Context: an optimization exercise on an open-source flow, tuned for small area and a short achievable clock period. The choices shown serve that exercise and are no tape-out recipe. In this exercise RTL edits were held to simulation tests only and were not proved equivalent to the original. Power is estimated from default activity; no workload was simulated.

==> design.v <==
package pcpu;
    localparam int REG_XLEN = 32;
    localparam int REG_NUM  = 32;
    typedef logic [4:0] reg_addr_t;
    typedef struct packed {
        logic [31:0] x0,  x1,  x2,  x3,  x4,  x5,  x6,  x7;
        logic [31:0] x8,  x9,  x10, x11, x12, x13, x14, x15;
        logic [31:0] x16, x17, x18, x19, x20, x21, x22, x23;
        logic [31:0] x24, x25, x26, x27, x28, x29, x30, x31;
    } RV32_Regs_t;
endpackage
module regfile_scoreboard #(
    parameter int NREGS = pcpu::REG_NUM,
    parameter int NWR   = 1,
    parameter int AW    = $clog2(NREGS)
) (
    input  logic                   clk,
    input  logic                   rst_n,
    input  logic                   sb_set,
    input  logic [AW-1:0]          sb_addr,
    input  logic [NWR-1:0]         wr_en,
    input  logic [NWR-1:0][AW-1:0] wr_addr,
    output logic [NREGS-1:0]       sb_busy
);
    logic [NREGS-1:0] r_busy;
    always_ff @(posedge clk) begin
        if (!rst_n) begin
            r_busy <= '0;
        end else begin
            for (int i = 0; i < NWR; i++)
                if (wr_en[i]) r_busy[wr_addr[i]] <= 1'b0;
            if (sb_set && sb_addr != '0) r_busy[sb_addr] <= 1'b1;
            r_busy[0] <= 1'b0;
        end
    end
    assign sb_busy = r_busy;
endmodule
module regfile_mp #(
    parameter int XLEN  = pcpu::REG_XLEN,
    parameter int NREGS = pcpu::REG_NUM,
    parameter int NRD   = 2,
    parameter int NWR   = 2,
    parameter int AW    = $clog2(NREGS)
) (
    input  logic                   clk,
    input  logic                   rst_n,
    input  logic [NRD-1:0][AW-1:0] rd_addr,
    output logic [NRD-1:0][XLEN-1:0] rd_data,
    output logic [NRD-1:0]         rd_busy,
    input  logic [NWR-1:0]         wr_en,
    input  logic [NWR-1:0][AW-1:0] wr_addr,
    input  logic [NWR-1:0][XLEN-1:0] wr_data,
    input  logic                   sb_set,
    input  logic [AW-1:0]          sb_addr,
    output logic [NREGS-1:0]       sb_busy
);
    logic [XLEN-1:0]          r_regs [NREGS];
    logic [NRD-1:0][XLEN-1:0] r_rd_data, w_rd_data;
    logic [NRD-1:0]           r_rd_busy, w_rd_busy;
    logic [NREGS-1:0]         w_sb_busy;
    always_ff @(posedge clk) begin
        if (!rst_n) begin
            for (int k = 0; k < NREGS; k++) r_regs[k] <= '0;
        end else begin
            for (int i = 0; i < NWR; i++)
                if (wr_en[i] && wr_addr[i] != '0) r_regs[wr_addr[i]] <= wr_data[i];
        end
    end
    always_comb begin
        w_rd_data = '0;
        w_rd_busy = '0;
        for (int j = 0; j < NRD; j++) begin
            w_rd_data[j] = r_regs[rd_addr[j]];
            w_rd_busy[j] = w_sb_busy[rd_addr[j]];
            for (int i = 0; i < NWR; i++)
                if (wr_en[i] && wr_addr[i] == rd_addr[j]) begin
                    w_rd_data[j] = wr_data[i];
                    w_rd_busy[j] = 1'b0;
                end
            if (rd_addr[j] == '0) begin
                w_rd_data[j] = '0;
                w_rd_busy[j] = 1'b0;
            end
        end
    end
    always_ff @(negedge clk) begin
        if (!rst_n) begin
            r_rd_data <= '0;
            r_rd_busy <= '0;
        end else begin
            r_rd_data <= w_rd_data;
            r_rd_busy <= w_rd_busy;
        end
    end
    regfile_scoreboard #(.NREGS(NREGS), .NWR(NWR), .AW(AW)) u_sb (
        .clk     (clk),
        .rst_n   (rst_n),
        .sb_set  (sb_set),
        .sb_addr (sb_addr),
        .wr_en   (wr_en),
        .wr_addr (wr_addr),
        .sb_busy (w_sb_busy)
    );
    assign rd_data = r_rd_data;
    assign rd_busy = r_rd_busy;
    assign sb_busy = w_sb_busy;
endmodule
==> run.sh <==
#!/bin/bash
# synth_recipe.tcl (not shown) runs the flow's synth.tcl, then flattens the netlist and writes it again
# the make line also repeats each setting of config.mk as NAME=value (left out here)
make -C /OpenROAD-flow-scripts/flow DESIGN_CONFIG=/design/flow/config.mk WORK_HOME=/design/flow/orfs CLKGATE_MAP_FILE= SYNTH_SCRIPT=/design/flow/synth_recipe.tcl finish
==> config.mk <==
export PLATFORM = sky130hd
export DESIGN_NAME = regfile_mp
export DESIGN_NICKNAME = regfile_mp
export VERILOG_FILES = /design/flow/design.v
export SDC_FILE = /design/flow/constraint.sdc
export NUM_CORES = 4
export LEC_CHECK = 0
export CAP_MARGIN = 20
export CORE_MARGIN = 2
export CORE_UTILIZATION = 40
export SLEW_MARGIN = 20
==> constraint.sdc <==
create_clock -name core_clock -period 10.0 [get_ports {clk}]
set_input_delay 2.0000 -clock core_clock [delete_from_list [all_inputs] [get_ports {clk}]]
set_output_delay 2.0000 -clock core_clock [all_outputs]
set_load 0.01 [all_outputs]
==> metrics.md <==
| Metric | Value |
|---|---|
| Crit path launch type | primary input |
| Per-cell routed wire length | between 30 and 40 um |
| Floorplan row count | 148 |
| Synth Area per Inst | ~12 um2 |
| Vert. Die Dim | around 400 um |
| RSZ-0062 raised after global routing | false |
| Quantity of gates resized following cts | 0 |
| Clock tree from TritonCTS | done |
| Power dissipated by switching net loads | ~0.0034 W |
| Startpoint-to-endpoint class of the critical path | in2reg |
| Yosys synthesis warning count | 2 |
| Crit-path max FO | 18 |
| Number of nets in the synthesized netlist | 5,445 |
| Core Footprint | between 0.15 and 0.2 mm2 |
| Clock network fraction of total power | approximately two fifths |
| Worst hold-check path type | reg2reg |
| Initial antenna violation count | 16 |
| Vias/cell | approximately 7.2 |
| Terminus of the critical flop-to-flop path | r_rd_data[52] |
| Global route total overflow | 0 |
| Number of synthesized flops with an enable pin | between 1,000 and 1,500 |
| NumNets Final | 5,399 |
| Worst endpoint required time | around 5.7 ns |
| Cell Pwr Density | about 160 mW/mm2 |
| Async set or reset register ratio after synthesis | 0% |
| Clock latency of the later-clocked register in the worst-skew pair | around 0.82 ns |
| Overall global routing resource usage | around a third |
| DRC marker count from the first detailed-route iteration | 9,419 |
| VDD IR-drop max | around 150 uV |
| Fin worst setup slack | ~0.77 ns |
| Clock root buffer | sky130_fd_sc_hd__clkbuf_16 |
| Number of max-cap violations | 0 |
| Final setup TNS | 0 ns |
| Effective utilization at floorplan | 40.3% |
| Max-slew violation count | 0 |
| Antenna Nets Post-Route | 0 |
| Ratio of cells with drive above 1 in the final layout | 20.1% |
| Post-detailed-placement half-perimeter wirelength | 173,000 um |
| Slowest cell delay on critical path | 0.82 ns |
| Dominant cell type by area after synthesis | sky130_fd_sc_hd__edfxtp_1 |
| Crit-path cells | clkdlybuf4s50_1 -> xor2_1 -> nor4_1 -> a31oi_4 -> buf_4 -> and2_1 -> a221o_1 |
| Final routed DRC violation total | 0 |
| Boundary pin count | between 150 and 200 |
| Number of input and output port buffers inserted | 190 |
| Switching Share | approximately 28% |
| Hold bufs inserted after CTS | 0 |
| Pin count of the biggest net entering global routing | 75 |
| DIE AREA | around 0.17 mm2 |
| Total routed wirelength | between 200,000 and 300,000 um |
| Power consumption | around 0.012 W |
| Deepest level of the CTS H-tree | 3 |
| Area Growth Syn to Fin | 13.9% |
| Number of distinct library cells after synthesis | 71 |
| Leakage power | 25.4 nW |
| Slowest stage cell, crit path | sky130_fd_sc_hd__nor4_1 |
| Endpoint class of the critical path | flop |
| Final cell utilization of the core | between 40% and 50% |
| Placement-stage worst setup slack | 0.0939 ns |
| Critical register-to-register path startpoint | r_regs[20][20] |
| Drt pass-1 iters | 8 |
| Worst setup endpoint | r_rd_data[0] |
| Area contributors post-synth | sky130_fd_sc_hd__edfxtp_1 (47%), sky130_fd_sc_hd__mux4_2 (11%), sky130_fd_sc_hd__a22o_1 (11%) |
| Maximum clock path buffer count | 3 |
| Number of buffers added by the clock tree synthesis step | 119 |
| Worst reg2reg setup slack | approximately 2.6 ns |
| Post-CTS Setup Inserts | 0 |
| Worst Tran Pin Value | ~1.2 ns |
| Number of instances in the synthesized netlist | around 5,300 |
| Number of clock sinks | 1,121 |
| Outcome | no timing/DRC/antenna violations |
| Combinational share of power | ~14% |
| Register area share after synthesis | 50.0% |
| Worst-path clk slew | ~0.060 ns |
| Number of register bits inferred by synthesis | 1,121 |
| Critical path launch point | wr_addr[5] |
| Final-report setup violation count | 0 |
| Predominant post-synthesis flop cell | sky130_fd_sc_hd__edfxtp_1 |
| Vias in the first global route | just over 50,000 |
| Global-route wire length before repair | around 410,000 um |
| Design internal power | 0.00885 W |
| Netlist area before placement | about 0.065 mm2 |
| Final estimated routing congestion in global placement | slightly below 1 |
| Post-route clock skew | 0.0595 ns |
| Hold Vio Cnt, Final | 0 |
| Die width | approximately 410 um |
| Fraction of synthesized cell area taken by the top area cell type | 47.0% |
| Via Count | around 54,000 |
| CP arrival | 4.88 ns |
| Share of power burned in registers | 45.8% |
| Slew Limit Headroom | about a fifth |
| Fin Hold WS | between 0.5 and 0.6 ns |
| Worst r2r path cells | 6 |
## power by group through the flow
stage	Sequential (W)	Clock [W]	Combinational (W)
3_3_place_gp	0.00568	0.0000407	0.00163
2_1_floorplan	0.00560	0.0000407	0.000962
3_5_place_dp	0.00569	0.0000407	0.00164
6_report	0.00561	0.00494	0.00171
5_1_grt	0.00562	0.00511	0.00173
4_1_cts	0.00559	0.00491	0.00164
## placed cells by master (no fill, tap or decap), types with 18 or more instances in the layout
cell and n:
sky130_fd_sc_hd__mux2_2 130, sky130_fd_sc_hd__xor2_1 18, sky130_fd_sc_hd__mux4_2 318, sky130_fd_sc_hd__mux2i_1 243
sky130_fd_sc_hd__clkinv_1 18, sky130_fd_sc_hd__buf_4 305, sky130_fd_sc_hd__a21boi_0 24, sky130_fd_sc_hd__clkdlybuf4s50_1 179
sky130_fd_sc_hd__mux4_1 30, sky130_fd_sc_hd__nor2_4 56, sky130_fd_sc_hd__dfxtp_1 97, sky130_fd_sc_hd__clkbuf_16 124
sky130_fd_sc_hd__nand2_1 667, sky130_fd_sc_hd__nor4_1 19, sky130_fd_sc_hd__inv_1 78, sky130_fd_sc_hd__edfxtp_1 1024
sky130_fd_sc_hd__a22oi_1 153, sky130_fd_sc_hd__buf_12 28, sky130_fd_sc_hd__a221o_1 23, sky130_fd_sc_hd__nor2_1 64
sky130_fd_sc_hd__o221ai_1 50, sky130_fd_sc_hd__o21ai_1 39, sky130_fd_sc_hd__nor3_1 26, sky130_fd_sc_hd__nand3_1 25
sky130_fd_sc_hd__a22o_1 807, sky130_fd_sc_hd__o211ai_1 27, sky130_fd_sc_hd__a21oi_1 72, sky130_fd_sc_hd__a211oi_1 59
sky130_fd_sc_hd__o21ai_0 278, sky130_fd_sc_hd__nor2b_1 34, sky130_fd_sc_hd__o22ai_1 94
## layer usage
layer / vias to the layer above / routed length [um] / track usage (%)
li1: 21089 / - / -
met1: 26898 / 105000 / 44.4
met2: 5258 / 123000 / 48.6
met3: 1229 / 46200 / 12.7
met4: 12 / 24800 / 24.1
met5: - / 82 / 0.0862
## cells by family after synthesis
kind of cell    share of synthesized area (%)
fa+ha+maj                               0.287
buf+inv                                  5.22
mux                                      18.1
compound gates                           19.3
flops                                    50.0
simple gates                             6.69
other cells                           0.00573
xor+xnor                                0.428
## how the worst min path moves through the flow
stage,depth (start not counted),to,slack (ns),start
final,2,u_sb.r_busy[10],0.56,u_sb.r_busy[10]
after CTS,2,u_sb.r_busy[21],0.55,u_sb.r_busy[21]
after detailed placement,2,u_sb.r_busy[21],0.54,u_sb.r_busy[21]
after floorplan,2,u_sb.r_busy[21],0.50,u_sb.r_busy[21]
after global routing,2,u_sb.r_busy[21],0.57,u_sb.r_busy[21]
after global placement,2,u_sb.r_busy[21],0.53,u_sb.r_busy[21]
## worst max-delay path, delay by kind of cell
family | cells | cell delay [ns]
simple gates | 2 | 1.14
compound gates | 2 | 0.71
buf+inv | 2 | 0.82
xor+xnor | 1 | 0.17
## flip-flops by register name, summed over array words and instances (netlist names)
register     count
r_regs        1024
r_rd_data       64
u_sb.r_busy     31
r_rd_busy        2
## through the flow
step	instance area [um2]	instances
after global placement	70100	7276
after CTS	74500	7568
after detailed placement	70100	7277
after floorplan	65400	5336
after global routing	74500	7574
final	74600	7580
## final cells by class
class | instances | area [um2]
Multi-Input combinational cell | 3450 | 29900
Fill cell | 14550 | 88000
Antenna cell | 10 | 25.0
Clock inverter | 141 | 1090
Inverter | 12 | 45.0
Tap cell | 2175 | 2720
Clock buffer | 151 | 3320
Timing Repair Buffer | 520 | 4730
Sequential cell | 1121 | 32700
## Yosys cell counts, types with 59 or more instances
library cell,instances
sky130_fd_sc_hd__nand2_1,668
sky130_fd_sc_hd__a22o_1,807
sky130_fd_sc_hd__mux4_2,318
sky130_fd_sc_hd__buf_1,82
sky130_fd_sc_hd__buf_2,80
sky130_fd_sc_hd__mux2_2,130
sky130_fd_sc_hd__a211oi_1,59
sky130_fd_sc_hd__o22ai_1,94
sky130_fd_sc_hd__edfxtp_1,1024
sky130_fd_sc_hd__dfxtp_1,97
sky130_fd_sc_hd__a21oi_1,72
sky130_fd_sc_hd__nor2_1,123
sky130_fd_sc_hd__o21ai_0,278
sky130_fd_sc_hd__a22oi_1,153
sky130_fd_sc_hd__mux2i_1,243
sky130_fd_sc_hd__clkbuf_1,523
